Source: an optimization exercise on an open RTL-to-GDS flow (aim: small area, a short achievable clock period and few clock cycles per item). Production flows keep margins and buffers that such runs may drop.
RTL that was checked went through simulation tests only; none was proved equivalent to the original.
The RTL of run 2 was laid out without a check of its function.
Power figures rest on the tool's default switching activity, not on a simulated workload.

==> flow/design.v (outline; a module is shown in full before it is edited, if it fits) <==
// module systolic_array_os: 3033 lines
// module sa_fa: 4 lines
// module sa_ha: 4 lines
module systolic_array_os #(
  parameter  int N      = 4,
  parameter  int DATA_W = 8,
  parameter  int ACC_W  = 24,
  parameter  int MAX_K  = 64,
  localparam int KW     = $clog2(MAX_K + 1),
  localparam int IW     = (N > 1) ? $clog2(N) : 1
) (
  input  logic                clk,
  input  logic                reset_n,
  input  logic                start,
  input  logic [KW-1:0]       k_len,
  input  logic                in_valid,
  output logic                in_ready,
  input  logic [N*DATA_W-1:0] a_vec,
  input  logic [N*DATA_W-1:0] b_vec,
  output logic                out_valid,
  input  logic                out_ready,
  output logic [IW-1:0]       out_idx,
  output logic [N*ACC_W-1:0]  out_row,
  output logic                busy,
  output logic                done
);
  // ...
==> flow/flow/run.sh <==
#!/bin/bash
set -euo pipefail
bash standard.sh SETUP_SLACK_MARGIN=5.7 TNS_END_PERCENT=0 "BUFFER_PORTS_ARGS=-buffer_cell sky130_fd_sc_hd__buf_4" finish > standard.log 2>&1
==> flow/standard.sh <==
#!/bin/bash
# synth_recipe.tcl (not shown) runs the flow's synth.tcl, then flattens the netlist and writes it again
# the make line also repeats each setting of config.mk as NAME=value (left out here)
make -C /OpenROAD-flow-scripts/flow DESIGN_CONFIG=/design/flow/config.mk WORK_HOME=/design/flow/orfs CLKGATE_MAP_FILE= SYNTH_SCRIPT=/design/flow/synth_recipe.tcl "${@:-finish}"
==> flow/config.mk <==
export PLATFORM = sky130hd
export DESIGN_NAME = systolic_array_os
export DESIGN_NICKNAME = systolic_array_os
export VERILOG_FILES = /design/flow/design.v
export SDC_FILE = /design/flow/constraint.sdc
export NUM_CORES = 4
export LEC_CHECK = 0
export CAP_MARGIN = 20
export CORE_MARGIN = 2
export CORE_UTILIZATION = 40
export SLEW_MARGIN = 20
export SYNTH_HIERARCHICAL = 1
==> flow/constraint.sdc <==
create_clock -name core_clock -period 9.0 [get_ports {clk}]
set_input_delay 1.8000 -clock core_clock [delete_from_list [all_inputs] [get_ports {clk}]]
set_output_delay 1.8000 -clock core_clock [all_outputs]
set_load 0.01 [all_outputs]
==> summary.txt, run 1 <==
Outcome
  – Status: complete, no violations

Routing
  – Vias: 42800
  – Max Used Layer: met5
  – Met1 WL: 77.3 mm
  – Metal3 WL: 13.1 mm

Clock tree
  – Clk latency of the worst-skew pair: 0.73 ns

Finish
  – Multi-input gate area: 39500 µm²
  – Seq_cells: 824
  – Fill count: 14100

Power
  – Switching Share: 0.426
  – Pwr Density: 468 nW/µm²
  – Power consumption: 31.3 mW
  – Leak: 27.9 nW
  – Combinational Power Share: 0.620

Logic synthesis
  – Post-synthesis compound-gate area fraction: 0.139
  – Multiplexer area fraction after synthesis: 0.00573
  – Asr flop ratio synth: 0.0388

STA
  – Setup ws final: 5.70 ns
  – Slew HR: 0.322
  – Final Cycle Share: 0.367

Worst setup path
  – CP cell instances: buf_8, a22o_1, a221oi_1, fa_1, inv_1, ha_1, nor2b_1, a221o_1, a22oi_2, a211oi_2, xor2_1
  – Crit end category: flop
  – CP peak stage delay: 0.41 ns
  – Startpoint type of the worst setup path: flop

Placed design
  – Port bufs: 177
Testbench counts, summed over its fixed seeds: cycles 15,559, jobs 384.
==> inputs of run 2 (changes only) <==
--- a/flow/design.v
+++ b/flow/design.v
@@ -234,19 +234,24 @@
     assign res[j][15] = p[15] ^ g37;
     assign res[j][16] = p[16] ^ g38;
     assign res[j][17] = p[17] ^ g39;
     assign res[j][18] = p[18] ^ g40;
     assign res[j][19] = p[19] ^ g41;
     assign res[j][20] = p[20] ^ g42;
     assign res[j][21] = p[21] ^ g43;
   end
+  logic [SW-1:0] out_d [N];
+  for (genvar j = 0; j < N; j++) begin : g_outq
+    for (genvar c = 0; c < SW; c++) begin : g_bit
+      sa_mux u_m (.a(out_q[j][c]), .b(res[j][c]), .s(load), .y(out_d[j][c]));
+    end
+  end
   always_ff @(posedge clk) begin
-    for (int j = 0; j < N; j++)
-      if (load) out_q[j] <= res[j];
+    for (int j = 0; j < N; j++) out_q[j] <= out_d[j];
   end
   always_comb begin
     for (int j = 0; j < N; j++) out_row[j*ACC_W +: ACC_W] = {{(ACC_W-SW){out_q[j][SW-1]}}, out_q[j]};
   end
   wire m00_w0 = (b1_q[0][0] & a_q[0][0]) ^ bn_q[0][0];
   wire m00_w1 = ((b1_q[0][0] & a_q[0][1]) | (b2_q[0][0] & a_q[0][0])) ^ bn_q[0][0];
   wire m00_w2 = ((b1_q[0][0] & a_q[0][2]) | (b2_q[0][0] & a_q[0][1])) ^ bn_q[0][0];
   wire m00_w3 = ((b1_q[0][0] & a_q[0][3]) | (b2_q[0][0] & a_q[0][2])) ^ bn_q[0][0];
@@ -3034,8 +3039,14 @@
 module sa_fa (input logic a, b, c, output logic s, co);
   assign s  = a ^ b ^ c;
   assign co = (a & b) | (a & c) | (b & c);
 endmodule
 module sa_ha (input logic a, b, output logic s, co);
   assign s  = a ^ b;
   assign co = a & b;
 endmodule
+module sa_xor (input logic a, b, output logic y);
+  assign y = a ^ b;
+endmodule
+module sa_mux (input logic a, b, s, output logic y);
+  assign y = s ? b : a;
+endmodule
==> flow/flow/run.sh (replaced) <==
#!/bin/bash
set -euo pipefail
bash standard.sh SETUP_SLACK_MARGIN=6.0 TNS_END_PERCENT=0 "BUFFER_PORTS_ARGS=-buffer_cell sky130_fd_sc_hd__buf_4" finish > standard.log 2>&1
==> run 2 against run 1 <==
Still clean on timing, DRC and antenna; first-iteration DRC count is 10% lower; area after synthesis is 1.5% lower; total power is 3.2% higher; register-to-register slack worse by 0.05 ns; critical path type is now in -> reg.
==> summary.txt, run 2 <==
Outcome
  – Status: complete, no violations

Worst setup path
  – Worst Path Max Fanout: 53
  – Reg2Reg Depth: 13
  – CP arrival: 3.98 ns
  – Setup crit end: out_q[1][3]
  – RR Startpoint: sel_q[0][0]
  – Reg2Reg Setup Slack: 5.65 ns
  – Crit end category: flop
  – Origin of the worst setup path: out_ready
  – Worst R2R End: out_q[0][17]
  – Startpoint type of the worst setup path: input port
  – Kind of critical path: in -> reg
  – CP Data Required Time: 9.61 ns

GRT
  – Initial antenna violation count: 3
  – GRT overflow: 0
  – Vias in the first global route: 44100
  – First-pass GRT wire length: 261 mm
  – GR Util All Layers: 0.219
  – Largest net degree at the start of global routing: 212

Die
  – Std cell rows: 141
  – # IOs: 178
  – Area of the core: 148000 µm²
  – Initial Util: 0.403
  – Die X: 390 µm
  – Die ar.: 152000 µm²
  – Die Y: 390 µm

Logic synthesis
  – Asr flop ratio synth: 0.0388 (unchanged)
  – Mapped Cells: 5743
  – Avg Cell Area, Syn: 10.4 µm²
  – Largest area contributor in the netlist: dfxtp_1
  – Synth area leaders: dfxtp_1 27%, fa_1 23%, a22oi_1 8.9%
  – Number of synthesized flops with an enable pin: 0
  – Synth top area share: 0.266
  – Sequential-to-total area share from yosys stat: 0.280
  – Ys flop type: dfxtp_1
  – Syn_nets: 6890
  – Synth top cells by count: 792 x dfxtp_1, 709 x a22oi_1, 680 x fa_1, 557 x xnor2_1, 556 x nor2b_1
  – #FFs+latches synth: 824
  – Most frequent cell after synthesis: dfxtp_1
  – Library cells used by synthesis: 50
  – Synth warn: 44
  – Syn Std Cell Area: 59600 µm²

STA
  – Setup TNS: 0 ns
  – Max-slew violation count: 0
  – Unrepaired setup endpoints after global routing: true
  – Fmax: 0.297 GHz
  – Final-report hold violation count: 0
  – Min cycle time layout: 3.36 ns
  – Worst Tran Pin Value: 1.12 ns
  – Setup ws final: 5.64 ns (-0.0599 ns)
  – Slew HR: 0.251 (-0.0710)
  – Clk_skew: 0.0261 ns
  – Final Cycle Share: 0.374 (+0.00665)
  – Count of final setup violators: 0

Placed design
  – Routability Congestion: 0.814
  – Setup WS pre-CTS: 4.60 ns
  – Port bufs: 177 (unchanged)
  – Placed Area: 62400 µm²
  – Hpwl dp: 106 mm

Routing
  – Routed WL per cell: 21.8 µm
  – Max Used Layer: met4
  – Metal2 WL: 78.6 mm
  – Met1 WL: 74.1 mm (-4.2%)
  – 1st-iter DRT viols: 2769
  – Vias/cell: 5.40
  – Vias: 41800 (-2.4%)
  – DR pass1 iterations: 6
  – DRC: 0
  – Post-route ant nets: 0
  – Metal3 WL: 11.4 mm (-13%)
  – Total Routed Length: 169 mm

Finish
  – Fill count: 13800 (-2.5%)
  – Final Cell Area: 67100 µm²
  – Commonest non-fill, non-tap cells in the layout: 745 x dfxtp_1, 686 x a22oi_1, 674 x fa_1
  – Layout Nets: 6874
  – Fraction of layout cells with a size suffix above 1: 0.120
  – # diodes: 0
  – Registers with the most flip-flops: acc0 (240), acc1 (240), accu (112)
  – Area delta synth->final: 12.6%
  – Commonest non-fill, non-tap cell in the layout: dfxtp_1

Flow run
  – # Max-Cap Violations: 0

Power
  – Pwr Density: 482 nW/µm² (+3.0%)
  – Worst vdd ir: 0.204 mV
  – Leak: 28.2 nW (+1.3%)
  – Power consumption: 32.3 mW (+3.2%)

Clock tree
  – CTS Buffer Depth: 3
  – Max H-tree Level: 3
  – CTS tree: done
  – CTS sink count: 824
  – CTS Hold Bufs: 0
  – Num CTS Buffers: 102
  – Clk latency of the worst-skew pair: 0.74 ns (about the same)
  – CTS Root Cell: clkbuf_16
  – Clock slew at reported path FFs: 0.06 ns

Worst hold path
  – Hold Path Class: reg -> reg
-- run 2: changes by cell type after synthesis, sizes merged, moves of 20 or more --
cell    previous run  this run
buf              128        86
a21oi             69       111
dfxtp            704       792
o21ai             98       136
mux2              13       101
mux2i             20         0
a21o              53        21
edfxtp            88         0
o311ai            28         0
clkbuf           306       338
or3               32         1
-- run 2: layout make-up --
cell class	count	area, µm²	share of cell area
well taps	1930	2410	0.0360
clock buffers	146	2980	0.0445
flip-flops and latches	824	16700	0.250
clock inverters	40	499	0.00744
multi-input cells	4024	39700	0.592
inverters	471	1780	0.0265
repair buffers	304	2930	0.0438
-- run 2: worst min-delay path by stage --
stage	from	depth (start not counted)	slack, ns	end
floorplan	wait_q	0	0.33	ld_q
global placement	wait_q	0	0.41	ld_q
detailed placement	wait_q	0	0.38	ld_q
CTS	wait_q	0	0.39	ld_q
global route	wait_q	0	0.41	ld_q
finish	wait_q	0	0.40	ld_q
-- run 2: per-module statistics from Yosys, one instance, submodules excluded --
module             cells inside  copies in the design
systolic_array_os          4855                     1
sa_fa                         1                   640
sa_mux                        1                    88
sa_ha                         1                   160
-- run 2: timing repair --
item,in CTS,in global routing
pin swaps,3,14
resized for setup,66,42
gates cloned,6,14
setup buffers,6,12
endpoints found under the setup margin,460,555
-- run 2: worst max-delay path, cell delays in order --
cell	delay, ns
buf_4	0.08
nand2_1	0.08
nor2_1	0.14
nor2_2	0.06
buf_4	0.24
inv_8	0.47
buf_6	0.67
mux2_4	0.35
-- run 2: metal layers --
metal | global-route usage | up-vias
met5 | 0 | -
met4 | 0.0612 | 0
met3 | 0.0360 | 265
met2 | 0.361 | 1373
met1 | 0.297 | 21200
li1 | - | 19000
-- run 2: stage by stage --
| stage | hold WS (ns) | utilization | std cells |
|---|---|---|---|
| after floorplan | 0.331 | - | 5743 |
| after global placement | 0.410 | 0.422 | 7515 |
| after detailed placement | 0.385 | 0.422 | 7515 |
| after CTS | 0.394 | 0.449 | 7713 |
| after global routing | 0.407 | 0.454 | 7739 |
| final | 0.400 | 0.454 | 7739 |
-- run 2: report_power, final --
| group | internal (mW) | switching (mW) | total, mW |
|---|---|---|---|
| combinational | 10.2 | 10.3 | 20.5 |
| sequential | 5.86 | 1.61 | 7.48 |
| clock | 2.58 | 1.74 | 4.32 |
| total | 18.6 | 13.7 | 32.3 |
-- run 2: logic make-up after synthesis --
| family | synth area share |
|---|---|
| muxes | 0.0246 |
| adders and majority gates | 0.311 |
| buffers and inverters | 0.0579 |
| xor gates and xnor gates | 0.101 |
| and+or+nand+nor | 0.0982 |
| AOI/OAI and AO/OA | 0.128 |
| DFF | 0.280 |

## what the ideal ports hide
No port has a modelled driver above. Below, the same layouts with a new extraction and two added sets of constraints.
Step 1 (the two cells are an assumption about what drives the block):
set clk [get_ports {clk}]
set_driving_cell -lib_cell sky130_fd_sc_hd__clkbuf_16 $clk
set_driving_cell -lib_cell sky130_fd_sc_hd__buf_2 [delete_from_list [all_inputs] $clk]
Step 2 moves the port delays by t, midway between the first and last clock arrival at a register: inputs arrive t later, outputs are due t later. That takes back most of the time a late clock gives input paths.
Slacks: ideal ports / drivers / drivers and shift; pairs: ideal ports / drivers.
run	shift t [ns]	setup WS [ns]	worst setup path after step 2	worst data-port slew with drivers (ns)	pins driven straight from the clock port
run 1	0.788	5.696 / 5.625 / 5.103	input to register	0.07	1
run 2	0.799	5.637 / 5.599 / 4.885	input to register	0.11	1
After both steps every run listed still meets setup and hold. For run 2, which loses most, drivers alone change the setup slack by -0.038 ns; drivers and shift together by -0.752 ns.
